This is an optimization exercise on Yosys and OpenROAD, whose aim is small area, a short achievable clock period and few clock cycles per item, not a production implementation. No run shown here included a check of the RTL's function; only the layout flow was run.

$ cat design/flow/config.mk
export PLATFORM = sky130hd
export DESIGN_NAME = rgb_to_hsl_convert
export DESIGN_NICKNAME = rgb_to_hsl_convert
export VERILOG_FILES = /design/flow/design.v
export SDC_FILE = /design/flow/constraint.sdc
export NUM_CORES = 4
export LEC_CHECK = 0
export ABC_AREA = 1
export CAP_MARGIN = 20
export CORE_MARGIN = 2
export CORE_UTILIZATION = 40
export SETUP_SLACK_MARGIN = 4.2
export SLEW_MARGIN = 20
$ cat design/flow/constraint.sdc
create_clock -name core_clock -period 8.0 [get_ports {i_clk}]
set_input_delay 1.6000 -clock core_clock [delete_from_list [all_inputs] [get_ports {i_clk}]]
set_output_delay 1.6000 -clock core_clock [all_outputs]
set_load 0.01 [all_outputs]
$ cat design/flow/design.v
module rgb_to_hsl_convert (
    input  logic        i_clk,
    input  logic        i_rst_n,
    input  logic        i_valid,
    output logic        o_stall,
    input  logic [7:0]  i_red,
    input  logic [7:0]  i_green,
    input  logic [7:0]  i_blue,
    input  logic [7:0]  i_alpha,
    output logic        o_valid,
    input  logic        i_stall,
    output logic [12:0] o_hue,
    output logic [7:0]  o_saturation,
    output logic [7:0]  o_luminance,
    output logic [7:0]  o_alpha_out
);
    logic        en;
    logic [6:0]  vld;
    logic [12:0] n_hue;
    logic [7:0]  n_sat, n_lum, n_alpha;
    logic [7:0]  red, green, blue, alpha;
    assign red   = i_red;
    assign green = i_green;
    assign blue  = i_blue;
    assign alpha = i_alpha;
    assign en      = !(o_valid && i_stall);
    assign o_stall = !en;
    logic [7:0] dgrg__1;
    assign dgrg__1 = red & ~green;
    logic [7:0] dprg__2;
    assign dprg__2 = ~(red ^ green);
    logic [0:0] dc0rg__3;
    assign dc0rg__3 = dgrg__1[0];
    logic [0:0] dc1rg__4;
    assign dc1rg__4 = dgrg__1[0] | dprg__2[0];
    logic [0:0] dc0rg__5;
    assign dc0rg__5 = (dgrg__1[1] | (dprg__2[1] & dgrg__1[0]));
    logic [0:0] dc1rg__6;
    assign dc1rg__6 = (dgrg__1[1] | (dprg__2[1] & dgrg__1[0])) | (dprg__2[1] & dprg__2[0]);
    logic [0:0] dc0rg__7;
    assign dc0rg__7 = (dgrg__1[2] | (dprg__2[2] & (dgrg__1[1] | (dprg__2[1] & dgrg__1[0]))));
    logic [0:0] dc1rg__8;
    assign dc1rg__8 = (dgrg__1[2] | (dprg__2[2] & (dgrg__1[1] | (dprg__2[1] & dgrg__1[0])))) | (dprg__2[2] & (dprg__2[1] & dprg__2[0]));
    logic [0:0] dc0rg__9;
    assign dc0rg__9 = ((dgrg__1[3] | (dprg__2[3] & dgrg__1[2])) | ((dprg__2[3] & dprg__2[2]) & (dgrg__1[1] | (dprg__2[1] & dgrg__1[0]))));
    logic [0:0] dc1rg__10;
    assign dc1rg__10 = ((dgrg__1[3] | (dprg__2[3] & dgrg__1[2])) | ((dprg__2[3] & dprg__2[2]) & (dgrg__1[1] | (dprg__2[1] & dgrg__1[0])))) | ((dprg__2[3] & dprg__2[2]) & (dprg__2[1] & dprg__2[0]));
    logic [0:0] dc0rg__11;
    assign dc0rg__11 = (dgrg__1[4] | (dprg__2[4] & ((dgrg__1[3] | (dprg__2[3] & dgrg__1[2])) | ((dprg__2[3] & dprg__2[2]) & (dgrg__1[1] | (dprg__2[1] & dgrg__1[0]))))));
    logic [0:0] dc1rg__12;
    assign dc1rg__12 = (dgrg__1[4] | (dprg__2[4] & ((dgrg__1[3] | (dprg__2[3] & dgrg__1[2])) | ((dprg__2[3] & dprg__2[2]) & (dgrg__1[1] | (dprg__2[1] & dgrg__1[0])))))) | (dprg__2[4] & ((dprg__2[3] & dprg__2[2]) & (dprg__2[1] & dprg__2[0])));
    logic [0:0] dc0rg__13;
    assign dc0rg__13 = ((dgrg__1[5] | (dprg__2[5] & dgrg__1[4])) | ((dprg__2[5] & dprg__2[4]) & ((dgrg__1[3] | (dprg__2[3] & dgrg__1[2])) | ((dprg__2[3] & dprg__2[2]) & (dgrg__1[1] | (dprg__2[1] & dgrg__1[0]))))));
    logic [0:0] dc1rg__14;
    assign dc1rg__14 = ((dgrg__1[5] | (dprg__2[5] & dgrg__1[4])) | ((dprg__2[5] & dprg__2[4]) & ((dgrg__1[3] | (dprg__2[3] & dgrg__1[2])) | ((dprg__2[3] & dprg__2[2]) & (dgrg__1[1] | (dprg__2[1] & dgrg__1[0])))))) | ((dprg__2[5] & dprg__2[4]) & ((dprg__2[3] & dprg__2[2]) & (dprg__2[1] & dprg__2[0])));
    logic [0:0] dc0rg__15;
    assign dc0rg__15 = ((dgrg__1[6] | (dprg__2[6] & (dgrg__1[5] | (dprg__2[5] & dgrg__1[4])))) | ((dprg__2[6] & (dprg__2[5] & dprg__2[4])) & ((dgrg__1[3] | (dprg__2[3] & dgrg__1[2])) | ((dprg__2[3] & dprg__2[2]) & (dgrg__1[1] | (dprg__2[1] & dgrg__1[0]))))));
    logic [0:0] dc1rg__16;
    assign dc1rg__16 = ((dgrg__1[6] | (dprg__2[6] & (dgrg__1[5] | (dprg__2[5] & dgrg__1[4])))) | ((dprg__2[6] & (dprg__2[5] & dprg__2[4])) & ((dgrg__1[3] | (dprg__2[3] & dgrg__1[2])) | ((dprg__2[3] & dprg__2[2]) & (dgrg__1[1] | (dprg__2[1] & dgrg__1[0])))))) | ((dprg__2[6] & (dprg__2[5] & dprg__2[4])) & ((dprg__2[3] & dprg__2[2]) & (dprg__2[1] & dprg__2[0])));
    logic [0:0] dc0rg__17;
    assign dc0rg__17 = (((dgrg__1[7] | (dprg__2[7] & dgrg__1[6])) | ((dprg__2[7] & dprg__2[6]) & (dgrg__1[5] | (dprg__2[5] & dgrg__1[4])))) | (((dprg__2[7] & dprg__2[6]) & (dprg__2[5] & dprg__2[4])) & ((dgrg__1[3] | (dprg__2[3] & dgrg__1[2])) | ((dprg__2[3] & dprg__2[2]) & (dgrg__1[1] | (dprg__2[1] & dgrg__1[0]))))));
    logic [0:0] dc1rg__18;
    assign dc1rg__18 = (((dgrg__1[7] | (dprg__2[7] & dgrg__1[6])) | ((dprg__2[7] & dprg__2[6]) & (dgrg__1[5] | (dprg__2[5] & dgrg__1[4])))) | (((dprg__2[7] & dprg__2[6]) & (dprg__2[5] & dprg__2[4])) & ((dgrg__1[3] | (dprg__2[3] & dgrg__1[2])) | ((dprg__2[3] & dprg__2[2]) & (dgrg__1[1] | (dprg__2[1] & dgrg__1[0])))))) | (((dprg__2[7] & dprg__2[6]) & (dprg__2[5] & dprg__2[4])) & ((dprg__2[3] & dprg__2[2]) & (dprg__2[1] & dprg__2[0])));
    logic [8:0] xrg__19;
    assign xrg__19 = {!dc1rg__18, dprg__2 ^ {dc1rg__16, dc1rg__14, dc1rg__12, dc1rg__10, dc1rg__8, dc1rg__6, dc1rg__4, 1'b1}};
    logic [8:0] xgr__20;
    assign xgr__20 = {dc0rg__17, ~(dprg__2 ^ {dc0rg__15, dc0rg__13, dc0rg__11, dc0rg__9, dc0rg__7, dc0rg__5, dc0rg__3, 1'b0})};
    logic [7:0] dgrb__21;
    assign dgrb__21 = red & ~blue;
    logic [7:0] dprb__22;
    assign dprb__22 = ~(red ^ blue);
    logic [0:0] dc0rb__23;
    assign dc0rb__23 = dgrb__21[0];
    logic [0:0] dc1rb__24;
    assign dc1rb__24 = dgrb__21[0] | dprb__22[0];
    logic [0:0] dc0rb__25;
    assign dc0rb__25 = (dgrb__21[1] | (dprb__22[1] & dgrb__21[0]));
    logic [0:0] dc1rb__26;
    assign dc1rb__26 = (dgrb__21[1] | (dprb__22[1] & dgrb__21[0])) | (dprb__22[1] & dprb__22[0]);
    logic [0:0] dc0rb__27;
    assign dc0rb__27 = (dgrb__21[2] | (dprb__22[2] & (dgrb__21[1] | (dprb__22[1] & dgrb__21[0]))));
    logic [0:0] dc1rb__28;
    assign dc1rb__28 = (dgrb__21[2] | (dprb__22[2] & (dgrb__21[1] | (dprb__22[1] & dgrb__21[0])))) | (dprb__22[2] & (dprb__22[1] & dprb__22[0]));
    logic [0:0] dc0rb__29;
    assign dc0rb__29 = ((dgrb__21[3] | (dprb__22[3] & dgrb__21[2])) | ((dprb__22[3] & dprb__22[2]) & (dgrb__21[1] | (dprb__22[1] & dgrb__21[0]))));
    logic [0:0] dc1rb__30;
    assign dc1rb__30 = ((dgrb__21[3] | (dprb__22[3] & dgrb__21[2])) | ((dprb__22[3] & dprb__22[2]) & (dgrb__21[1] | (dprb__22[1] & dgrb__21[0])))) | ((dprb__22[3] & dprb__22[2]) & (dprb__22[1] & dprb__22[0]));
    logic [0:0] dc0rb__31;
    assign dc0rb__31 = (dgrb__21[4] | (dprb__22[4] & ((dgrb__21[3] | (dprb__22[3] & dgrb__21[2])) | ((dprb__22[3] & dprb__22[2]) & (dgrb__21[1] | (dprb__22[1] & dgrb__21[0]))))));
    logic [0:0] dc1rb__32;
    assign dc1rb__32 = (dgrb__21[4] | (dprb__22[4] & ((dgrb__21[3] | (dprb__22[3] & dgrb__21[2])) | ((dprb__22[3] & dprb__22[2]) & (dgrb__21[1] | (dprb__22[1] & dgrb__21[0])))))) | (dprb__22[4] & ((dprb__22[3] & dprb__22[2]) & (dprb__22[1] & dprb__22[0])));
    logic [0:0] dc0rb__33;
    assign dc0rb__33 = ((dgrb__21[5] | (dprb__22[5] & dgrb__21[4])) | ((dprb__22[5] & dprb__22[4]) & ((dgrb__21[3] | (dprb__22[3] & dgrb__21[2])) | ((dprb__22[3] & dprb__22[2]) & (dgrb__21[1] | (dprb__22[1] & dgrb__21[0]))))));
    logic [0:0] dc1rb__34;
    assign dc1rb__34 = ((dgrb__21[5] | (dprb__22[5] & dgrb__21[4])) | ((dprb__22[5] & dprb__22[4]) & ((dgrb__21[3] | (dprb__22[3] & dgrb__21[2])) | ((dprb__22[3] & dprb__22[2]) & (dgrb__21[1] | (dprb__22[1] & dgrb__21[0])))))) | ((dprb__22[5] & dprb__22[4]) & ((dprb__22[3] & dprb__22[2]) & (dprb__22[1] & dprb__22[0])));
    logic [0:0] dc0rb__35;
    assign dc0rb__35 = ((dgrb__21[6] | (dprb__22[6] & (dgrb__21[5] | (dprb__22[5] & dgrb__21[4])))) | ((dprb__22[6] & (dprb__22[5] & dprb__22[4])) & ((dgrb__21[3] | (dprb__22[3] & dgrb__21[2])) | ((dprb__22[3] & dprb__22[2]) & (dgrb__21[1] | (dprb__22[1] & dgrb__21[0]))))));
    logic [0:0] dc1rb__36;
    assign dc1rb__36 = ((dgrb__21[6] | (dprb__22[6] & (dgrb__21[5] | (dprb__22[5] & dgrb__21[4])))) | ((dprb__22[6] & (dprb__22[5] & dprb__22[4])) & ((dgrb__21[3] | (dprb__22[3] & dgrb__21[2])) | ((dprb__22[3] & dprb__22[2]) & (dgrb__21[1] | (dprb__22[1] & dgrb__21[0])))))) | ((dprb__22[6] & (dprb__22[5] & dprb__22[4])) & ((dprb__22[3] & dprb__22[2]) & (dprb__22[1] & dprb__22[0])));
    logic [0:0] dc0rb__37;
    assign dc0rb__37 = (((dgrb__21[7] | (dprb__22[7] & dgrb__21[6])) | ((dprb__22[7] & dprb__22[6]) & (dgrb__21[5] | (dprb__22[5] & dgrb__21[4])))) | (((dprb__22[7] & dprb__22[6]) & (dprb__22[5] & dprb__22[4])) & ((dgrb__21[3] | (dprb__22[3] & dgrb__21[2])) | ((dprb__22[3] & dprb__22[2]) & (dgrb__21[1] | (dprb__22[1] & dgrb__21[0]))))));
    logic [0:0] dc1rb__38;
    assign dc1rb__38 = (((dgrb__21[7] | (dprb__22[7] & dgrb__21[6])) | ((dprb__22[7] & dprb__22[6]) & (dgrb__21[5] | (dprb__22[5] & dgrb__21[4])))) | (((dprb__22[7] & dprb__22[6]) & (dprb__22[5] & dprb__22[4])) & ((dgrb__21[3] | (dprb__22[3] & dgrb__21[2])) | ((dprb__22[3] & dprb__22[2]) & (dgrb__21[1] | (dprb__22[1] & dgrb__21[0])))))) | (((dprb__22[7] & dprb__22[6]) & (dprb__22[5] & dprb__22[4])) & ((dprb__22[3] & dprb__22[2]) & (dprb__22[1] & dprb__22[0])));
    logic [8:0] xrb__39;
    assign xrb__39 = {!dc1rb__38, dprb__22 ^ {dc1rb__36, dc1rb__34, dc1rb__32, dc1rb__30, dc1rb__28, dc1rb__26, dc1rb__24, 1'b1}};
    logic [8:0] xbr__40;
    assign xbr__40 = {dc0rb__37, ~(dprb__22 ^ {dc0rb__35, dc0rb__33, dc0rb__31, dc0rb__29, dc0rb__27, dc0rb__25, dc0rb__23, 1'b0})};
    logic [7:0] dggb__41;
    assign dggb__41 = green & ~blue;
    logic [7:0] dpgb__42;
    assign dpgb__42 = ~(green ^ blue);
    logic [0:0] dc0gb__43;
    assign dc0gb__43 = dggb__41[0];
    logic [0:0] dc1gb__44;
    assign dc1gb__44 = dggb__41[0] | dpgb__42[0];
    logic [0:0] dc0gb__45;
    assign dc0gb__45 = (dggb__41[1] | (dpgb__42[1] & dggb__41[0]));
    logic [0:0] dc1gb__46;
    assign dc1gb__46 = (dggb__41[1] | (dpgb__42[1] & dggb__41[0])) | (dpgb__42[1] & dpgb__42[0]);
    logic [0:0] dc0gb__47;
    assign dc0gb__47 = (dggb__41[2] | (dpgb__42[2] & (dggb__41[1] | (dpgb__42[1] & dggb__41[0]))));
    logic [0:0] dc1gb__48;
    assign dc1gb__48 = (dggb__41[2] | (dpgb__42[2] & (dggb__41[1] | (dpgb__42[1] & dggb__41[0])))) | (dpgb__42[2] & (dpgb__42[1] & dpgb__42[0]));
    logic [0:0] dc0gb__49;
    assign dc0gb__49 = ((dggb__41[3] | (dpgb__42[3] & dggb__41[2])) | ((dpgb__42[3] & dpgb__42[2]) & (dggb__41[1] | (dpgb__42[1] & dggb__41[0]))));
    logic [0:0] dc1gb__50;
    assign dc1gb__50 = ((dggb__41[3] | (dpgb__42[3] & dggb__41[2])) | ((dpgb__42[3] & dpgb__42[2]) & (dggb__41[1] | (dpgb__42[1] & dggb__41[0])))) | ((dpgb__42[3] & dpgb__42[2]) & (dpgb__42[1] & dpgb__42[0]));
    logic [0:0] dc0gb__51;
    assign dc0gb__51 = (dggb__41[4] | (dpgb__42[4] & ((dggb__41[3] | (dpgb__42[3] & dggb__41[2])) | ((dpgb__42[3] & dpgb__42[2]) & (dggb__41[1] | (dpgb__42[1] & dggb__41[0]))))));
    logic [0:0] dc1gb__52;
    assign dc1gb__52 = (dggb__41[4] | (dpgb__42[4] & ((dggb__41[3] | (dpgb__42[3] & dggb__41[2])) | ((dpgb__42[3] & dpgb__42[2]) & (dggb__41[1] | (dpgb__42[1] & dggb__41[0])))))) | (dpgb__42[4] & ((dpgb__42[3] & dpgb__42[2]) & (dpgb__42[1] & dpgb__42[0])));
    logic [0:0] dc0gb__53;
    assign dc0gb__53 = ((dggb__41[5] | (dpgb__42[5] & dggb__41[4])) | ((dpgb__42[5] & dpgb__42[4]) & ((dggb__41[3] | (dpgb__42[3] & dggb__41[2])) | ((dpgb__42[3] & dpgb__42[2]) & (dggb__41[1] | (dpgb__42[1] & dggb__41[0]))))));
    logic [0:0] dc1gb__54;
    assign dc1gb__54 = ((dggb__41[5] | (dpgb__42[5] & dggb__41[4])) | ((dpgb__42[5] & dpgb__42[4]) & ((dggb__41[3] | (dpgb__42[3] & dggb__41[2])) | ((dpgb__42[3] & dpgb__42[2]) & (dggb__41[1] | (dpgb__42[1] & dggb__41[0])))))) | ((dpgb__42[5] & dpgb__42[4]) & ((dpgb__42[3] & dpgb__42[2]) & (dpgb__42[1] & dpgb__42[0])));
    logic [0:0] dc0gb__55;
    assign dc0gb__55 = ((dggb__41[6] | (dpgb__42[6] & (dggb__41[5] | (dpgb__42[5] & dggb__41[4])))) | ((dpgb__42[6] & (dpgb__42[5] & dpgb__42[4])) & ((dggb__41[3] | (dpgb__42[3] & dggb__41[2])) | ((dpgb__42[3] & dpgb__42[2]) & (dggb__41[1] | (dpgb__42[1] & dggb__41[0]))))));
    logic [0:0] dc1gb__56;
    assign dc1gb__56 = ((dggb__41[6] | (dpgb__42[6] & (dggb__41[5] | (dpgb__42[5] & dggb__41[4])))) | ((dpgb__42[6] & (dpgb__42[5] & dpgb__42[4])) & ((dggb__41[3] | (dpgb__42[3] & dggb__41[2])) | ((dpgb__42[3] & dpgb__42[2]) & (dggb__41[1] | (dpgb__42[1] & dggb__41[0])))))) | ((dpgb__42[6] & (dpgb__42[5] & dpgb__42[4])) & ((dpgb__42[3] & dpgb__42[2]) & (dpgb__42[1] & dpgb__42[0])));
    logic [0:0] dc0gb__57;
    assign dc0gb__57 = (((dggb__41[7] | (dpgb__42[7] & dggb__41[6])) | ((dpgb__42[7] & dpgb__42[6]) & (dggb__41[5] | (dpgb__42[5] & dggb__41[4])))) | (((dpgb__42[7] & dpgb__42[6]) & (dpgb__42[5] & dpgb__42[4])) & ((dggb__41[3] | (dpgb__42[3] & dggb__41[2])) | ((dpgb__42[3] & dpgb__42[2]) & (dggb__41[1] | (dpgb__42[1] & dggb__41[0]))))));
    logic [0:0] dc1gb__58;
    assign dc1gb__58 = (((dggb__41[7] | (dpgb__42[7] & dggb__41[6])) | ((dpgb__42[7] & dpgb__42[6]) & (dggb__41[5] | (dpgb__42[5] & dggb__41[4])))) | (((dpgb__42[7] & dpgb__42[6]) & (dpgb__42[5] & dpgb__42[4])) & ((dggb__41[3] | (dpgb__42[3] & dggb__41[2])) | ((dpgb__42[3] & dpgb__42[2]) & (dggb__41[1] | (dpgb__42[1] & dggb__41[0])))))) | (((dpgb__42[7] & dpgb__42[6]) & (dpgb__42[5] & dpgb__42[4])) & ((dpgb__42[3] & dpgb__42[2]) & (dpgb__42[1] & dpgb__42[0])));
    logic [8:0] xgb__59;
    assign xgb__59 = {!dc1gb__58, dpgb__42 ^ {dc1gb__56, dc1gb__54, dc1gb__52, dc1gb__50, dc1gb__48, dc1gb__46, dc1gb__44, 1'b1}};
    logic [8:0] xbg__60;
    assign xbg__60 = {dc0gb__57, ~(dpgb__42 ^ {dc0gb__55, dc0gb__53, dc0gb__51, dc0gb__49, dc0gb__47, dc0gb__45, dc0gb__43, 1'b0})};
    logic [0:0] ge_rg__61;
    assign ge_rg__61 = !xrg__19[8];
    logic [0:0] ge_rb__62;
    assign ge_rb__62 = !xrb__39[8];
    logic [0:0] ge_gb__63;
    assign ge_gb__63 = !xgb__59[8];
    logic [0:0] selr__64;
    assign selr__64 = ge_rg__61 & ge_rb__62;
    logic [0:0] selg__65;
    assign selg__65 = !selr__64 & ge_gb__63;
    logic [8:0] srg__66;
    assign srg__66 = {1'b0, red} + {1'b0, green};
    logic [8:0] srb__67;
    assign srb__67 = {1'b0, red} + {1'b0, blue};
    logic [8:0] sgb__68;
    assign sgb__68 = {1'b0, green} + {1'b0, blue};
    logic [7:0] d__69;
    assign d__69 = 8'(selr__64 ? (ge_gb__63 ? xrb__39 : xrg__19) : (selg__65 ? (ge_rb__62 ? xgb__59 : xgr__20) : (ge_rg__61 ? xbg__60 : xbr__40)));
    logic [7:0] f__70;
    assign f__70 = 8'(selr__64 ? (ge_gb__63 ? xgb__59 : xbg__60) : (selg__65 ? (ge_rb__62 ? xrb__39 : xbr__40) : (ge_rg__61 ? xrg__19 : xgr__20)));
    logic [8:0] sum__71;
    assign sum__71 = selr__64 ? (ge_gb__63 ? srb__67 : srg__66) : (selg__65 ? (ge_rb__62 ? sgb__68 : srg__66) : (ge_rg__61 ? sgb__68 : srb__67));
    logic [0:0] neg__72;
    assign neg__72 = selr__64 ? !ge_gb__63 : (selg__65 ? ge_rb__62 : !ge_rg__61);
    logic [1:0] sec__73;
    assign sec__73 = selr__64 ? 2'd0 : (selg__65 ? 2'd1 : 2'd2);
    logic [8:0] sm__74;
    assign sm__74 = sum__71;
    logic [7:0] alpha__r1;
    logic [7:0] d__r1;
    logic [7:0] f__r1;
    logic [0:0] neg__r1;
    logic [1:0] sec__r1;
    logic [8:0] sm__r1;
    logic [7:0] den__75;
    assign den__75 = sm__r1[8] ? 8'(8'd254 - sm__r1[7:0]) : sm__r1[7:0];
    logic [0:0] shi__76;
    assign shi__76 = sm__r1[8];
    logic [11:0] mh__77;
    assign mh__77 = ({4'b0, f__r1} << 4) - {4'b0, f__r1} + {11'b0, d__r1[7]};
    logic [7:0] hr__78;
    assign hr__78 = mh__77[11:4];
    logic [3:0] hm__79;
    assign hm__79 = mh__77[3:0];
    logic [8:0] ht__80;
    assign ht__80 = {hr__78, hm__79[3]};
    logic [9:0] hs__81;
    assign hs__81 = {1'b0, ht__80} - {2'b0, d__r1};
    logic [7:0] hr__82;
    assign hr__82 = hs__81[9] ? ht__80[7:0] : hs__81[7:0];
    logic [0:0] hq__83;
    assign hq__83 = !hs__81[9];
    logic [2:0] hm__84;
    assign hm__84 = hm__79[2:0];
    logic [7:0] alpha__r2;
    logic [7:0] d__r2;
    logic [0:0] neg__r2;
    logic [1:0] sec__r2;
    logic [7:0] den__r2;
    logic [0:0] shi__r2;
    logic [7:0] hr__r2;
    logic [0:0] hq__r2;
    logic [2:0] hm__r2;
    logic [8:0] ht__85;
    assign ht__85 = {hr__r2, hm__r2[2]};
    logic [9:0] hs__86;
    assign hs__86 = {1'b0, ht__85} - {2'b0, d__r2};
    logic [7:0] hr__87;
    assign hr__87 = hs__86[9] ? ht__85[7:0] : hs__86[7:0];
    logic [1:0] hq__88;
    assign hq__88 = {hq__r2, !hs__86[9]};
    logic [1:0] hm__89;
    assign hm__89 = hm__r2[1:0];
    logic [8:0] ht__90;
    assign ht__90 = {hr__87, hm__89[1]};
    logic [9:0] hs__91;
    assign hs__91 = {1'b0, ht__90} - {2'b0, d__r2};
    logic [7:0] hr__92;
    assign hr__92 = hs__91[9] ? ht__90[7:0] : hs__91[7:0];
    logic [2:0] hq__93;
    assign hq__93 = {hq__88, !hs__91[9]};
    logic [0:0] hm__94;
    assign hm__94 = hm__89[0:0];
    logic [15:0] ns__95;
    assign ns__95 = ({8'b0, d__r2} << 8) - {8'b0, d__r2} + {9'b0, den__r2[7:1]};
    logic [7:0] sr__96;
    assign sr__96 = ns__95[15:8];
    logic [7:0] sl__97;
    assign sl__97 = ns__95[7:0];
    logic [8:0] st__98;
    assign st__98 = {sr__96, sl__97[7]};
    logic [9:0] ss__99;
    assign ss__99 = {1'b0, st__98} - {2'b0, den__r2};
    logic [7:0] sr__100;
    assign sr__100 = ss__99[9] ? st__98[7:0] : ss__99[7:0];
    logic [0:0] sq__101;
    assign sq__101 = !ss__99[9];
    logic [6:0] sl__102;
    assign sl__102 = sl__97[6:0];
    logic [7:0] alpha__r3;
    logic [7:0] d__r3;
    logic [0:0] neg__r3;
    logic [1:0] sec__r3;
    logic [7:0] den__r3;
    logic [0:0] shi__r3;
    logic [7:0] hr__r3;
    logic [2:0] hq__r3;
    logic [0:0] hm__r3;
    logic [7:0] sr__r3;
    logic [0:0] sq__r3;
    logic [6:0] sl__r3;
    logic [8:0] ht__103;
    assign ht__103 = {hr__r3, hm__r3[0]};
    logic [9:0] hs__104;
    assign hs__104 = {1'b0, ht__103} - {2'b0, d__r3};
    logic [7:0] hr__105;
    assign hr__105 = hs__104[9] ? ht__103[7:0] : hs__104[7:0];
    logic [3:0] hq__106;
    assign hq__106 = {hq__r3, !hs__104[9]};
    logic [8:0] st__107;
    assign st__107 = {sr__r3, sl__r3[6]};
    logic [9:0] ss__108;
    assign ss__108 = {1'b0, st__107} - {2'b0, den__r3};
    logic [7:0] sr__109;
    assign sr__109 = ss__108[9] ? st__107[7:0] : ss__108[7:0];
    logic [1:0] sq__110;
    assign sq__110 = {sq__r3, !ss__108[9]};
    logic [5:0] sl__111;
    assign sl__111 = sl__r3[5:0];
    logic [8:0] ht__112;
    assign ht__112 = {hr__105, d__r3[6]};
    logic [9:0] hs__113;
    assign hs__113 = {1'b0, ht__112} - {2'b0, d__r3};
    logic [7:0] hr__114;
    assign hr__114 = hs__113[9] ? ht__112[7:0] : hs__113[7:0];
    logic [4:0] hq__115;
    assign hq__115 = {hq__106, !hs__113[9]};
    logic [8:0] st__116;
    assign st__116 = {sr__109, sl__111[5]};
    logic [9:0] ss__117;
    assign ss__117 = {1'b0, st__116} - {2'b0, den__r3};
    logic [7:0] sr__118;
    assign sr__118 = ss__117[9] ? st__116[7:0] : ss__117[7:0];
    logic [2:0] sq__119;
    assign sq__119 = {sq__110, !ss__117[9]};
    logic [4:0] sl__120;
    assign sl__120 = sl__111[4:0];
    logic [7:0] alpha__r4;
    logic [7:0] d__r4;
    logic [0:0] neg__r4;
    logic [1:0] sec__r4;
    logic [7:0] den__r4;
    logic [0:0] shi__r4;
    logic [7:0] hr__r4;
    logic [4:0] hq__r4;
    logic [7:0] sr__r4;
    logic [2:0] sq__r4;
    logic [4:0] sl__r4;
    logic [8:0] ht__121;
    assign ht__121 = {hr__r4, d__r4[5]};
    logic [9:0] hs__122;
    assign hs__122 = {1'b0, ht__121} - {2'b0, d__r4};
    logic [7:0] hr__123;
    assign hr__123 = hs__122[9] ? ht__121[7:0] : hs__122[7:0];
    logic [5:0] hq__124;
    assign hq__124 = {hq__r4, !hs__122[9]};
    logic [8:0] st__125;
    assign st__125 = {sr__r4, sl__r4[4]};
    logic [9:0] ss__126;
    assign ss__126 = {1'b0, st__125} - {2'b0, den__r4};
    logic [7:0] sr__127;
    assign sr__127 = ss__126[9] ? st__125[7:0] : ss__126[7:0];
    logic [3:0] sq__128;
    assign sq__128 = {sq__r4, !ss__126[9]};
    logic [3:0] sl__129;
    assign sl__129 = sl__r4[3:0];
    logic [8:0] ht__130;
    assign ht__130 = {hr__123, d__r4[4]};
    logic [9:0] hs__131;
    assign hs__131 = {1'b0, ht__130} - {2'b0, d__r4};
    logic [7:0] hr__132;
    assign hr__132 = hs__131[9] ? ht__130[7:0] : hs__131[7:0];
    logic [6:0] hq__133;
    assign hq__133 = {hq__124, !hs__131[9]};
    logic [8:0] st__134;
    assign st__134 = {sr__127, sl__129[3]};
    logic [9:0] ss__135;
    assign ss__135 = {1'b0, st__134} - {2'b0, den__r4};
    logic [7:0] sr__136;
    assign sr__136 = ss__135[9] ? st__134[7:0] : ss__135[7:0];
    logic [4:0] sq__137;
    assign sq__137 = {sq__128, !ss__135[9]};
    logic [2:0] sl__138;
    assign sl__138 = sl__129[2:0];
    logic [7:0] alpha__r5;
    logic [7:0] d__r5;
    logic [0:0] neg__r5;
    logic [1:0] sec__r5;
    logic [7:0] den__r5;
    logic [0:0] shi__r5;
    logic [7:0] hr__r5;
    logic [6:0] hq__r5;
    logic [7:0] sr__r5;
    logic [4:0] sq__r5;
    logic [2:0] sl__r5;
    logic [8:0] ht__139;
    assign ht__139 = {hr__r5, d__r5[3]};
    logic [9:0] hs__140;
    assign hs__140 = {1'b0, ht__139} - {2'b0, d__r5};
    logic [7:0] hr__141;
    assign hr__141 = hs__140[9] ? ht__139[7:0] : hs__140[7:0];
    logic [7:0] hq__142;
    assign hq__142 = {hq__r5, !hs__140[9]};
    logic [8:0] st__143;
    assign st__143 = {sr__r5, sl__r5[2]};
    logic [9:0] ss__144;
    assign ss__144 = {1'b0, st__143} - {2'b0, den__r5};
    logic [7:0] sr__145;
    assign sr__145 = ss__144[9] ? st__143[7:0] : ss__144[7:0];
    logic [5:0] sq__146;
    assign sq__146 = {sq__r5, !ss__144[9]};
    logic [1:0] sl__147;
    assign sl__147 = sl__r5[1:0];
    logic [8:0] ht__148;
    assign ht__148 = {hr__141, d__r5[2]};
    logic [9:0] hs__149;
    assign hs__149 = {1'b0, ht__148} - {2'b0, d__r5};
    logic [7:0] hr__150;
    assign hr__150 = hs__149[9] ? ht__148[7:0] : hs__149[7:0];
    logic [8:0] hq__151;
    assign hq__151 = {hq__142, !hs__149[9]};
    logic [8:0] st__152;
    assign st__152 = {sr__145, sl__147[1]};
    logic [9:0] ss__153;
    assign ss__153 = {1'b0, st__152} - {2'b0, den__r5};
    logic [7:0] sr__154;
    assign sr__154 = ss__153[9] ? st__152[7:0] : ss__153[7:0];
    logic [6:0] sq__155;
    assign sq__155 = {sq__146, !ss__153[9]};
    logic [0:0] sl__156;
    assign sl__156 = sl__147[0:0];
    logic [7:0] alpha__r6;
    logic [7:0] d__r6;
    logic [0:0] neg__r6;
    logic [1:0] sec__r6;
    logic [7:0] den__r6;
    logic [0:0] shi__r6;
    logic [7:0] hr__r6;
    logic [8:0] hq__r6;
    logic [7:0] sr__r6;
    logic [6:0] sq__r6;
    logic [0:0] sl__r6;
    logic [8:0] ht__157;
    assign ht__157 = {hr__r6, d__r6[1]};
    logic [9:0] hs__158;
    assign hs__158 = {1'b0, ht__157} - {2'b0, d__r6};
    logic [7:0] hr__159;
    assign hr__159 = hs__158[9] ? ht__157[7:0] : hs__158[7:0];
    logic [9:0] hq__160;
    assign hq__160 = {hq__r6, !hs__158[9]};
    logic [8:0] st__161;
    assign st__161 = {sr__r6, sl__r6[0]};
    logic [9:0] ss__162;
    assign ss__162 = {1'b0, st__161} - {2'b0, den__r6};
    logic [7:0] sr__163;
    assign sr__163 = ss__162[9] ? st__161[7:0] : ss__162[7:0];
    logic [7:0] sq__164;
    assign sq__164 = {sq__r6, !ss__162[9]};
    logic [0:0] tie__165;
    assign tie__165 = (hr__159 == 8'd0) & !d__r6[0];
    logic [0:0] grey__166;
    assign grey__166 = d__r6 == 8'd0;
    logic [12:0] base__167;
    assign base__167 = (sec__r6 == 2'd0) ? (neg__r6 ? 13'd5760 : 13'd0) : ((sec__r6 == 2'd1) ? 13'd1920 : 13'd3840);
    logic [12:0] hue__168;
    assign hue__168 = (base__167 | {12'b0, neg__r6 & tie__165}) + ({3'b0, hq__160} ^ {13{neg__r6}}) + {12'b0, neg__r6};
    assign n_hue = grey__166 ? 13'd0 : hue__168;
    assign n_sat = grey__166 ? 8'd0 : sq__164;
    assign n_lum = shi__r6 ? ~(8'(den__r6[7:1]) + 8'(den__r6[0])) : 8'(den__r6[7:1]);
    assign n_alpha = alpha__r6;
    always_ff @(posedge i_clk) begin
        if (!i_rst_n) begin
            vld <= '0;
        end else if (en) begin
            vld <= {vld[5:0], i_valid};
        end
    end
    always_ff @(posedge i_clk) begin
        if (en) begin
            alpha__r1 <= alpha;
            d__r1 <= d__69;
            f__r1 <= f__70;
            neg__r1 <= neg__72;
            sec__r1 <= sec__73;
            sm__r1 <= sm__74;
            alpha__r2 <= alpha__r1;
            d__r2 <= d__r1;
            neg__r2 <= neg__r1;
            sec__r2 <= sec__r1;
            den__r2 <= den__75;
            shi__r2 <= shi__76;
            hr__r2 <= hr__82;
            hq__r2 <= hq__83;
            hm__r2 <= hm__84;
            alpha__r3 <= alpha__r2;
            d__r3 <= d__r2;
            neg__r3 <= neg__r2;
            sec__r3 <= sec__r2;
            den__r3 <= den__r2;
            shi__r3 <= shi__r2;
            hr__r3 <= hr__92;
            hq__r3 <= hq__93;
            hm__r3 <= hm__94;
            sr__r3 <= sr__100;
            sq__r3 <= sq__101;
            sl__r3 <= sl__102;
            alpha__r4 <= alpha__r3;
            d__r4 <= d__r3;
            neg__r4 <= neg__r3;
            sec__r4 <= sec__r3;
            den__r4 <= den__r3;
            shi__r4 <= shi__r3;
            hr__r4 <= hr__114;
            hq__r4 <= hq__115;
            sr__r4 <= sr__118;
            sq__r4 <= sq__119;
            sl__r4 <= sl__120;
            alpha__r5 <= alpha__r4;
            d__r5 <= d__r4;
            neg__r5 <= neg__r4;
            sec__r5 <= sec__r4;
            den__r5 <= den__r4;
            shi__r5 <= shi__r4;
            hr__r5 <= hr__132;
            hq__r5 <= hq__133;
            sr__r5 <= sr__136;
            sq__r5 <= sq__137;
            sl__r5 <= sl__138;
            alpha__r6 <= alpha__r5;
            d__r6 <= d__r5;
            neg__r6 <= neg__r5;
            sec__r6 <= sec__r5;
            den__r6 <= den__r5;
            shi__r6 <= shi__r5;
            hr__r6 <= hr__150;
            hq__r6 <= hq__151;
            sr__r6 <= sr__154;
            sq__r6 <= sq__155;
            sl__r6 <= sl__156;
            o_hue        <= n_hue;
            o_saturation <= n_sat;
            o_luminance  <= n_lum;
            o_alpha_out  <= n_alpha;
        end
    end
    assign o_valid = vld[6];
endmodule
$ cat design/flow/run.sh
#!/bin/bash
# synth_recipe.tcl (not shown) runs the flow's synth.tcl, then flattens the netlist and writes it again
# the make line also repeats each setting of config.mk as NAME=value (left out here)
make -C /OpenROAD-flow-scripts/flow DESIGN_CONFIG=/design/flow/config.mk WORK_HOME=/design/flow/orfs CLKGATE_MAP_FILE= SYNTH_SCRIPT=/design/flow/synth_recipe.tcl finish
==> summary.md, run 1 <==
| Metric | Value |
|---|---|
| Status | `timing/DRC/antenna clean` |
| Synth async-reset ratio | `0` |
| Die width | `239 microns` |
| Post-synth EDFFs | `340` |
| TNS Setup | `0 ns` |
| Max_slew headroom | `0.321` |
| Final hold vios | `0` |
| Die area | `approximately 57000 sq um` |
| First-pass GRT wire length | `between 70 and 80 mm` |
| Warnings from Yosys | `1` |
| Cell row count | `between 80 and 90` |
| Simple-Gate Fraction of Synth Area | `0.146` |
| Wl on met1 | `roughly 20 mm` |
| Tmin final | `around 3.7 ns` |
| Nets@finish | `2762` |
| ANT cells | `0` |
| I/O Buffers | `74` |
| Post-Synthesis Cells | `2272` |
| CTS Hold Bufs | `0` |
| Mux share of post-synthesis cell area | `0.00494` |
| CTS H-tree lvls | `2` |
| DR vias | `16060` |
| WL final | `49.1 mm` |
| DPL Wire Length | `34.1 mm` |
| Setup crit end kind | `flip-flop` |
| Vias per cell | `5.01` |
| Syn nets | `2556` |
| Antenna Nets Post-Route | `0` |
| Fillers | `4851` |
| Final Core Density | `0.489` |
| Max reg flops | `13` |
| Total grt overflow | `0` |
| WL met3 | `around 1.8 mm` |
| Final Slew Violations | `0` |
| Worst EP required | `8.31 ns` |
| DR iter-0 viols | `729` |
| Seq/Total Area, Yosys | `0.470` |
| # clock sinks | `347` |
| Yosys cell types | `55` |
| Placer Congestion | `0.896` |
| Clock-pin transition on the worst setup and hold timing paths | `about 0.06 ns` |
| Fmax | `approximately 0.27 GHz` |
| Post-synthesis compound-gate area fraction | `0.0983` |
| Worst-margin pin slew | `1.02 ns` |
| Worst-path maximum fanout | `8` |
| Number of global-route vias before repair | `around 15000` |
| Largest net degree at the start of global routing | `85` |
| Metal2 WL | `25.6 mm` |
| Area of the multi-input gates | `11300 sq um` |
| Worst Skew | `0.0178 ns` |
| Initial antenna violation count | `0` |
| Final Setup Violations | `0` |
| PnR worst setup slack | `4.26 ns` |
| Die Height | `239 microns` |
| Total track usage | `0.166` |
| Worst skew pair latency | `roughly 0.56 ns` |
| Mapped Area | `roughly 22000 sq um` |
| Period utilization | `0.467` |
| Main combinational cell family by area after synthesis | `adder cells` |
| FF+latch count, synth | `approximately 350` |
| Synth Flop Type | `edfxtp_1` |
| Adder-cell area share of the yosys netlist | `0.151` |
| Initial Util | `0.402` |
| Worst Setup Path Type | `reg -> reg` |
| Pre-CTS setup slack | `around 2.5 ns` |
| Clock buffer depth | `3` |
| DR WL/cell | `15.3 microns` |
| Critical path arrival | `between 4 and 5 ns` |
| CTS root buf | `clkbuf_16` |
| CTS tree | `built` |
| DRC | `0` |
| Post-Layout Inst Area | `26800 sq um` |
| Share of layout cells above drive strength 1 | `0.170` |
| Hold Crit Class | `reg -> reg` |
| RSZ-0062 raised after global routing | `true` |
| Syn Area/Cell | `9.70 sq um` |
| DR pass1 iterations | `5` |
| Top cell by count, worst path | `nand2_2` |
| Post-DP Area | `23500 sq um` |
| Area occupied by registers | `10300 sq um` |
| Max layer used | `met4` |
| I/O Pins | `75` |
| CTS buffer count | `39` |
| CORE AREA | `~55000 sq um` |
| Reg with most FFs | `o_hue` |
| Synth Area in XOR/XNOR | `0.0644` |
| Top flop regs | `o_hue x13, hq__r6 x9, sm__r1 x9` |
| Area growth syn-to-layout | `21.6%` |
| Critical-path top delay cell | `edfxtp_1` |
| Max Cap Viol | `0` |
| CP peak stage delay | `0.43 ns` |
| Startpoint types | `flip-flop` |
-- kinds of logic after synthesis --
family                     count (synthesis)
adders and majority gates                248
xor gates and xnor gates                 162
and+or+nand+nor                          748
AOI/OAI and AO/OA                        393
muxes                                     10
buffers and inverters                    364
DFF                                      347
-- synthesized netlist by cell type (5+ instances only) --
cell type | count | area (sq um)
nand2_1 | 404 | 1520
edfxtp_1 | 340 | 10200
inv_1 | 322 | 1210
ha_1 | 218 | 2730
a21oi_1 | 191 | 956
nor2_1 | 172 | 646
o21ai_0 | 122 | 611
xor2_1 | 91 | 797
nand3_1 | 77 | 385
xnor2_1 | 71 | 622
fa_1 | 30 | 601
nand4_1 | 29 | 181
or2_2 | 19 | 119
buf_2 | 18 | 90.1
o211ai_1 | 18 | 135
a31oi_1 | 14 | 87.6
o21bai_1 | 12 | 90.1
clkbuf_1 | 10 | 37.5
nor3_1 | 10 | 50.1
nand3b_1 | 8 | 60.1
a21o_1 | 7 | 52.6
dfxtp_1 | 7 | 140
mux2_2 | 7 | 78.8
nor2_2 | 6 | 37.5
a22oi_1 | 5 | 37.5
inv_2 | 5 | 18.8
-- worst paths after layout --
| kind | slack, ns | to | startpoint | depth (start not counted) |
|---|---|---|---|---|
| max | 4.26 | hr__r3[1]$_DFFE_PN_ | d__r2[1]$_DFFE_PN_ | 25 |
| min | 0.41 | sl__r4[4]$_DFFE_PN_ | sl__r3[4]$_DFFE_PN_ | 0 |
| max reg2reg | 4.26 | hr__r3[1]$_DFFE_PN_ | d__r2[1]$_DFFE_PN_ | 25 |
| min reg2reg | 0.41 | sl__r4[4]$_DFFE_PN_ | sl__r3[4]$_DFFE_PN_ | 0 |
-- cell type report --
class,instances,share of cell area
clock inverters,19,0.00794
inverters,330,0.0487
clock buffers,48,0.0385
flip-flops and latches,347,0.386
multi-input cells,1574,0.423
repair buffers,186,0.0622
well taps,704,0.0329
-- placed cells by master, fill, tap and decap left out, types with 30 or more instances in the layout --
cell             synthesis  routed
edfxtp_1               340     340
nor2_1                 172     163
clkbuf_16                0      42
inv_2                    5      31
nand2_2                  4      39
a21oi_1                191     160
ha_1                   218     186
xnor2_1                 71      71
nand3_1                 77      67
o21ai_0                122     112
buf_4                    1     102
inv_1                  322     288
a21oi_2                  2      30
xor2_1                  91      88
clkdlybuf4s50_1          0      57
nand2_1                404     357
-- timing repair --
| action | in CTS | in global routing |
|---|---|---|
| hold endpoints to repair | 0 | 0 |
| pin swaps | 26 | 76 |
| setup buffers | 43 | 63 |
| endpoints found under the setup margin | 100 | 107 |
| gates cloned | 9 | 6 |
| gates resized for setup | 113 | 178 |
-- through the flow --
| stage | hold WS, ns | cells |
|---|---|---|
| floorplan | 0.400 | 2272 |
| global placement | 0.400 | 3020 |
| detailed placement | 0.405 | 3020 |
| CTS | 0.407 | 3139 |
| global route | 0.416 | 3208 |
| finish | 0.406 | 3208 |
-- metal layers --
| layer | up-vias | track usage |
|---|---|---|
| met2 | 301 | 0.309 |
| met4 | 0 | 0.0583 |
| met5 | - | 0 |
| met3 | 97 | 0.0233 |
| li1 | 8120 | - |
| met1 | 7542 | 0.196 |
-- worst max-delay path, delay by kind of cell, from the launching register on --
kind	cells	cell delay, ns
compound gates	4	0.56
flops	1	0.43
mux	1	0.33
buf+inv	3	0.37
fa+ha+maj	2	0.56
simple gates	15	1.21
==> run 2, diff against run 1 <==
--- a/design/flow/config.mk
+++ b/design/flow/config.mk
@@ -9,5 +9,5 @@
 export CAP_MARGIN = 20
 export CORE_MARGIN = 2
 export CORE_UTILIZATION = 40
-export SETUP_SLACK_MARGIN = 4.2
+export SETUP_SLACK_MARGIN = 4.3
 export SLEW_MARGIN = 20
==> run 2 against run 1 <==
  * Sequential share of layout area shrank 1.5 points
  * Flip-flop and latch count is the same
  * Still clean on timing, DRC and antenna
  * Clock skew shrank 0.0023 ns
  * Area after synthesis is the same
==> summary.md, run 2 <==
| Metric | Value |
|---|---|
| I/O Pins | `75 (unchanged)` |
| Post-Synthesis Cells | `2272 (unchanged)` |
| Non-Filler Instances | `3269 (+1.9%)` |
| DRC | `0 (unchanged)` |
| Synth async-reset ratio | `0 (unchanged)` |
| GR peak layer | `met2` |
| PnR worst setup slack | `4.34 ns (+0.0729 ns)` |
| RSZ-0062 raised after global routing | `true` |
| CTS buffer count | `38 (-2.6%)` |
| Commonest non-fill, non-tap cells in the layout | `nand2_1, edfxtp_1, inv_1` |
| Share of layout cells above drive strength 1 | `0.230 (+0.0595)` |
| ANT cells | `0 (unchanged)` |
| Reg2reg start | `d__r2[2]$_DFFE_PN_` |
| Status | `timing/DRC/antenna clean` |
| Final Slew Violations | `0 (unchanged)` |
| CTS tree | `built` |
| Worst Setup Path Type | `reg -> reg` |
| Die area | `57000 sq um (unchanged)` |
| Reg with most FFs | `o_hue` |
| Max_slew headroom | `0.343 (+0.0211)` |
| First-pass GRT wire length | `79.8 mm (+4.5%)` |
| Commonest non-fill, non-tap cell in the layout | `nand2_1` |
| WL final | `51.2 mm (+4.2%)` |
| Final hold vios | `0 (unchanged)` |
| Tmin final | `3.66 ns (-0.0729 ns)` |
| Mapped Area | `22000 sq um (unchanged)` |
| Hold Crit Class | `reg -> reg` |
| Placer Congestion | `0.907 (+1.2%)` |
| Yosys top cell area share | `0.464 (unchanged)` |
| Worst EP required | `8.29 ns (-0.02 ns)` |
| Critical path arrival | `3.96 ns (-0.08 ns)` |
| Worst hold stages | `0 (unchanged)` |
| DR WL/cell | `15.7 microns (+2.2%)` |
| Fin Hold WS | `0.412 ns (+0.00574 ns)` |
| Final Core Density | `0.509 (+0.0200)` |
| Largest net degree at the start of global routing | `89 (+4.7%)` |
| Max Cap Viol | `0 (unchanged)` |
| CTS Hold Bufs | `0 (unchanged)` |
| Worst-margin pin slew | `0.986 ns (-0.0317 ns)` |
| Launch point of the worst path | `d__r2[2]$_DFFE_PN_` |
| Number of global-route vias before repair | `16180 (+5.6%)` |
| Total track usage | `0.172 (+0.00548)` |
| Worst Skew | `0.0156 ns (-0.00227 ns)` |
| M2 GR Usage | `0.318 (+0.00907)` |
| CTS root buf | `clkbuf_16` |
| Clock-pin transition on the worst setup and hold timing paths | `0.06 ns (about the same)` |
| DR iter-0 viols | `726 (-0.41%)` |
| I/O Buffers | `74 (unchanged)` |
| DR pass1 iterations | `5 (unchanged)` |
| Dpl cells | `3020 (unchanged)` |
| Max reg flops | `13 (unchanged)` |
| Worst-path maximum fanout | `8 (unchanged)` |
| Post-synth EDFFs | `340 (unchanged)` |
| Area growth syn-to-layout | `26.6%` |
| Antenna Nets Post-Route | `0 (unchanged)` |
| Synth area leader | `edfxtp_1` |
| R2R cell count | `27 (+8.0%)` |
| Fmax | `0.273 GHz (+2.0%)` |
| Die width | `239 microns (unchanged)` |
| Ranking of synthesized cells by area | `edfxtp_1, ha_1, nand2_1, inv_1, a21oi_1` |
| Syn Area/Cell | `9.70 sq um (unchanged)` |
| Clock buffer depth | `3 (unchanged)` |
| CTS H-tree lvls | `2 (unchanged)` |
| DR vias | `16483 (+2.6%)` |
| Seq/Total Area, Yosys | `0.470 (unchanged)` |
| Nets@finish | `2822 (+2.2%)` |
| Pre-CTS setup slack | `2.61 ns (+0.133 ns)` |
| Period utilization | `0.458 (-0.00911)` |
| Hold_sp | `shi__r2$_DFFE_PN_` |
| Startpoint types | `flip-flop` |
| Critical-path top delay cell | `edfxtp_1` |
| Die Height | `239 microns (unchanged)` |
| Initial Util | `0.402 (unchanged)` |
| Top cell by count, worst path | `nand2_2` |
| Final Setup Violations | `0 (unchanged)` |
| Worst skew pair latency | `0.54 ns (-0.02 ns)` |
| Total grt overflow | `0 (unchanged)` |
| Count leader, synth | `nand2_1` |
| TNS Setup | `0 ns (unchanged)` |
| CORE AREA | `54800 sq um (unchanged)` |
| DPL Wire Length | `34.6 mm (+1.4%)` |
| Setup crit end kind | `flip-flop` |
| # clock sinks | `347 (unchanged)` |
| GRT met1 Usage | `0.201 (+0.00549)` |
| CP peak stage delay | `0.43 ns (about the same)` |
| Top flop regs | `o_hue x13, hq__r6 x9, sm__r1 x9` |
| Yosys cell types | `55 (unchanged)` |
| Vias per cell | `5.04 (+0.72%)` |
| Synth Flop Type | `edfxtp_1` |
| Cell row count | `86 (unchanged)` |
| FF+latch count, synth | `347 (unchanged)` |
| Syn nets | `2556 (unchanged)` |
| Post-synth top cells | `nand2_1, edfxtp_1, inv_1` |
| Initial antenna violation count | `0 (unchanged)` |
| Routing usage on met3 | `0.0209 (-0.00242)` |
| Warnings from Yosys | `1 (unchanged)` |
[run 2: final cells by class]
cell class	instances	area (sq um)
fillers	4720	26900
repair buffers	248	2160
clock buffers	42	987
clock inverters	25	329
flip-flops and latches	347	10300
repair inverters	1	7.51
multi-input cells	1572	11900
inverters	330	1310
well taps	704	881
[run 2: through the flow]
stage / cell area [sq um]
after floorplan: 22100
after global placement: 23500
after detailed placement: 23500
after CTS: 26100
after global routing: 27900
final: 27900
[run 2: final timing paths]
check | endpoint | slack [ns]
hold reg to reg | shi__r3$_DFFE_PN_ | 0.41
setup reg to reg | hr__r3[1]$_DFFE_PN_ | 4.34
setup / recovery | hr__r3[1]$_DFFE_PN_ | 4.34
hold / removal | shi__r3$_DFFE_PN_ | 0.41
[run 2: kinds of logic after synthesis]
| logic type | after synthesis | share of synthesized area |
|---|---|---|
| XOR/XNOR | 162 | 0.0644 |
| AO/OA/AOI/OAI | 393 | 0.0983 |
| flip-flops | 347 | 0.470 |
| AND/OR/NAND/NOR | 748 | 0.146 |
| adder cells (fa/ha/maj) | 248 | 0.151 |
| buffers and inverters | 364 | 0.0650 |
| multiplexers | 10 | 0.00494 |
[run 2: routing by layer]
layer	share of wire	vias up	wire length (microns)
met4	0.041	0	2080
met1	0.41	7789	20800
met3	0.032	125	1660
met5	0	-	0
li1	-	8244	-
met2	0.52	325	26700
[run 2: critical path, delay by kind of cell (launching register included)]
kind	cells	cell delay, ns
fa+ha+maj	2	0.52
simple gates	16	1.43
buf+inv	4	0.47
compound gates	5	0.58
flops	1	0.43
[run 2: repair_timing]
item	CTS	global route
buffers inserted	70	96
gates cloned	8	8
gates resized for setup	154	288
endpoints found under the setup margin	196	105
pin swaps	40	126
==> run 3, diff against run 2 <==
--- a/design/flow/config.mk
+++ b/design/flow/config.mk
@@ -8,6 +8,7 @@
 export ABC_AREA = 1
 export CAP_MARGIN = 20
 export CORE_MARGIN = 2
-export CORE_UTILIZATION = 40
-export SETUP_SLACK_MARGIN = 4.3
+export CORE_UTILIZATION = 55
+export PLACE_DENSITY = 0.7
+export SETUP_SLACK_MARGIN = 4.2
 export SLEW_MARGIN = 20
==> run 3 against run 2 <==
  * Synthesized cell count stayed put
  * Critical endpoint is now sr__r3[0]$_DFFE_PN_
  * Area after synthesis unchanged
  * Still clean
  * Largest cell class unchanged
  * First-iteration DRC count increased by 41%
==> summary.md, run 3 <==
| Metric | Value |
|---|---|
| DR WL/cell | `16.3 microns (+3.9%)` |
| CTS buffer count | `37 (-2.6%)` |
| Ranking of synthesized cells by area | `edfxtp_1, ha_1, nand2_1, inv_1, a21oi_1` |
| CTS tree | `built` |
| TNS Setup | `0 ns (unchanged)` |
| Worst hold stages | `0 (unchanged)` |
| Warnings from Yosys | `1 (unchanged)` |
| Seq/Total Area, Yosys | `0.470 (unchanged)` |
| Cell row count | `73 (-15%)` |
| Number of global-route vias before repair | `15972 (-1.3%)` |
| DPL Wire Length | `33.9 mm (-2.0%)` |
| Syn nets | `2556 (unchanged)` |
| CORE AREA | `39600 sq um (-28%)` |
| GRT met1 Usage | `0.250 (+0.0489)` |
| Mapped Area | `22000 sq um (unchanged)` |
| Share of layout cells above drive strength 1 | `0.174 (-0.0560)` |
| Syn Area/Cell | `9.70 sq um (unchanged)` |
| Pre-CTS setup slack | `2.63 ns (+0.0197 ns)` |
| Worst skew pair latency | `0.53 ns (about the same)` |
| Commonest non-fill, non-tap cells in the layout | `nand2_1, edfxtp_1, inv_1` |
| CTS Hold Bufs | `0 (unchanged)` |
| M2 GR Usage | `0.432 (+0.114)` |
| # clock sinks | `347 (unchanged)` |
| R2R cell count | `22 (-19%)` |
| Post-synth EDFFs | `340 (unchanged)` |
| Synth async-reset ratio | `0 (unchanged)` |
| ANT cells | `0 (unchanged)` |
| Clock-pin transition on the worst setup and hold timing paths | `0.06 ns (about the same)` |
| Count leader, synth | `nand2_1` |
| Reg with most FFs | `o_hue` |
| Max_slew headroom | `0.386 (+0.0435)` |
| Clock buffer depth | `3 (unchanged)` |
| I/O Pins | `75 (unchanged)` |
| Cell Chain, Critical Path | `inv_2 > ha_2 > fa_2 > nand3b_1 > nand2_2 > nand2_2 > a21boi_2 > o21ai_2 > xor2_1 > ha_2 > nand3_2 > nand2_2 > a21oi_2 > o21bai_2 > nand2_1 > nand2_2 > a21oi_2 > nor2_1 > nor2_2 > nand2_4 > nand2_2 > o21ai_1` |
| Nets@finish | `2782 (-1.4%)` |
| I/O Buffers | `74 (unchanged)` |
| First-pass GRT wire length | `75.8 mm (-5.0%)` |
| Fin Hold WS | `0.410 ns (-0.00174 ns)` |
| Worst-margin pin slew | `0.921 ns (-0.0653 ns)` |
| Fillers | `3000 (-36%)` |
| Initial Util | `0.556 (+0.153)` |
| RSZ-0062 raised after global routing | `true` |
| Final hold vios | `0 (unchanged)` |
| Synth area leader | `edfxtp_1` |
| DRC | `0 (unchanged)` |
| Total track usage | `0.226 (+0.0543)` |
| Status | `timing/DRC/antenna clean` |
| DR iter-0 viols | `1026 (+41%)` |
| Period utilization | `0.475 (+0.0171)` |
| Total grt overflow | `0 (unchanged)` |
| Non-Filler Instances | `3047 (-6.8%)` |
| Post-Synthesis Cells | `2272 (unchanged)` |
| Commonest non-fill, non-tap cell in the layout | `nand2_1` |
| Hold Crit Class | `reg -> reg` |
| Routing usage on met3 | `0.0292 (+0.00828)` |
| Post-synth top cells | `nand2_1, edfxtp_1, inv_1` |
| Antenna Nets Post-Route | `0 (unchanged)` |
| Fmax | `0.263 GHz (-3.6%)` |
| Setup crit end kind | `flip-flop` |
| Die Height | `204 microns (-14%)` |
| Placer Congestion | `0.925 (+2.0%)` |
| CTS root buf | `clkbuf_16` |
| Area occupied by registers | `10300 sq um (unchanged)` |
| Vias per cell | `5.41 (+7.2%)` |
| Top cell by count, worst path | `nand2_2` |
| Worst Skew | `0.0221 ns (+0.00657 ns)` |
| Top flop regs | `o_hue x13, hq__r6 x9, sm__r1 x9` |
| Worst EP required | `8.27 ns (-0.02 ns)` |
| Largest net degree at the start of global routing | `90 (+1.1%)` |
| Final Slew Violations | `0 (unchanged)` |
| Critical path arrival | `4.07 ns (+0.11 ns)` |
| CTS H-tree lvls | `2 (unchanged)` |
| Yosys top cell area share | `0.464 (unchanged)` |
| Dpl cells | `2841 (-5.9%)` |
| Tmin final | `3.80 ns (+0.137 ns)` |
| FF+latch count, synth | `347 (unchanged)` |
| WL final | `49.6 mm (-3.1%)` |
| Worst-path maximum fanout | `6 (-2)` |
| Area of the multi-input gates | `11300 sq um (-4.7%)` |
| Die area | `41700 sq um (-27%)` |
| Max reg flops | `13 (unchanged)` |
| Max Cap Viol | `0 (unchanged)` |
| Yosys cell types | `55 (unchanged)` |
| DR pass1 iterations | `6 (+1)` |
| Worst Setup Path Type | `reg -> reg` |
| Die width | `204 microns (-14%)` |
| Critical-path top delay cell | `edfxtp_1` |
| Synth Flop Type | `edfxtp_1` |
| CP peak stage delay | `0.41 ns (-0.02 ns)` |
| Area growth syn-to-layout | `20.3%` |
| Final Setup Violations | `0 (unchanged)` |
| PnR worst setup slack | `4.20 ns (-0.137 ns)` |
| Startpoint types | `flip-flop` |
| Initial antenna violation count | `0 (unchanged)` |
| GR peak layer | `met2` |
| DR vias | `16476 (-0.042%)` |
run 3: final timing paths:
check,start,to,slack (ns)
min,sl__r3[1]$_DFFE_PN_,sl__r4[1]$_DFFE_PN_,0.41
min reg2reg,sl__r3[1]$_DFFE_PN_,sl__r4[1]$_DFFE_PN_,0.41
max,den__r2[1]$_DFFE_PN_,sr__r3[0]$_DFFE_PN_,4.20
max reg2reg,den__r2[1]$_DFFE_PN_,sr__r3[0]$_DFFE_PN_,4.20
run 3: layout make-up:
cell class	instances	area share
repair inverters	1	0.000330
multi-input cells	1574	0.426
well taps	525	0.0248
clock buffers	44	0.0359
inverters	330	0.0486
clock inverters	19	0.00482
flip-flops and latches	347	0.391
repair buffers	207	0.0685
run 3: worst max-delay path, delay by kind of cell (launching register included):
kind | cells | cell delay [ns]
fa+ha+maj | 3 | 0.86
simple gates | 11 | 1.15
compound gates | 6 | 0.81
buf+inv | 1 | 0.09
xor+xnor | 1 | 0.22
flops | 1 | 0.41
run 3: kinds of logic (layout without fill, tap and decap cells):
family	count (synthesis)	count (layout)	share of synthesized area
buffers and inverters	364	601	0.0650
DFF	347	347	0.470
and+or+nand+nor	748	761	0.146
xor gates and xnor gates	162	162	0.0644
adders and majority gates	248	248	0.151
AOI/OAI and AO/OA	393	393	0.0983
muxes	10	10	0.00494
run 3: metal layers:
| layer | vias up | part of all wire |
|---|---|---|
| li1 | 8159 | - |
| met1 | 7795 | 0.39 |
| met2 | 386 | 0.53 |
| met3 | 136 | 0.037 |
| met4 | 0 | 0.044 |
| met5 | - | 0 |
run 3: metrics by stage:
stage	util	instance area, sq um
2_1_floorplan	-	22000
3_3_place_gp	0.588	23300
3_5_place_dp	0.588	23300
4_1_cts	0.639	25300
5_1_grt	0.669	26500
6_report	0.669	26500
run 3: what timing repair did:
action / in CTS / in global routing
endpoints found under the setup margin: 176 / 106
resized for setup: 121 / 164
setup buffers: 56 / 71
pin swaps: 29 / 83
gates cloned: 9 / 6

==> port drivers added, routing unchanged <==
No port has a modelled driver above. Below, the same layouts with a new extraction and two added sets of constraints. Step 1 assumes that a clkbuf_16 drives the clock port and a buf_2 every other input. Step 2 moves the port delays by t, midway between the first and last clock arrival at a register: inputs arrive t later, outputs are due t later. That takes back most of the time a late clock gives input paths. Three values: ideal, step 1, step 2; two values: the first two.
| run | t, ns | slack for setup (ns) | worst register clock-pin slew, ns | worst data-port slew with drivers (ns) | pins driven straight from the clock port |
|---|---|---|---|---|---|
| run 1 | 0.608 | 4.265 / 4.265 / 3.730 | 0.06 / 0.06 | 0.04 | 1 |
| run 2 | 0.593 | 4.338 / 4.316 / 3.853 | 0.06 / 0.06 | 0.05 | 1 |
| run 3 | 0.572 | 4.201 / 4.201 / 3.814 | 0.06 / 0.06 | 0.05 | 1 |
After both steps every run listed still meets setup and hold. For run 1, which loses most, drivers alone change the setup slack by 0.000 ns; drivers and shift together by -0.535 ns.
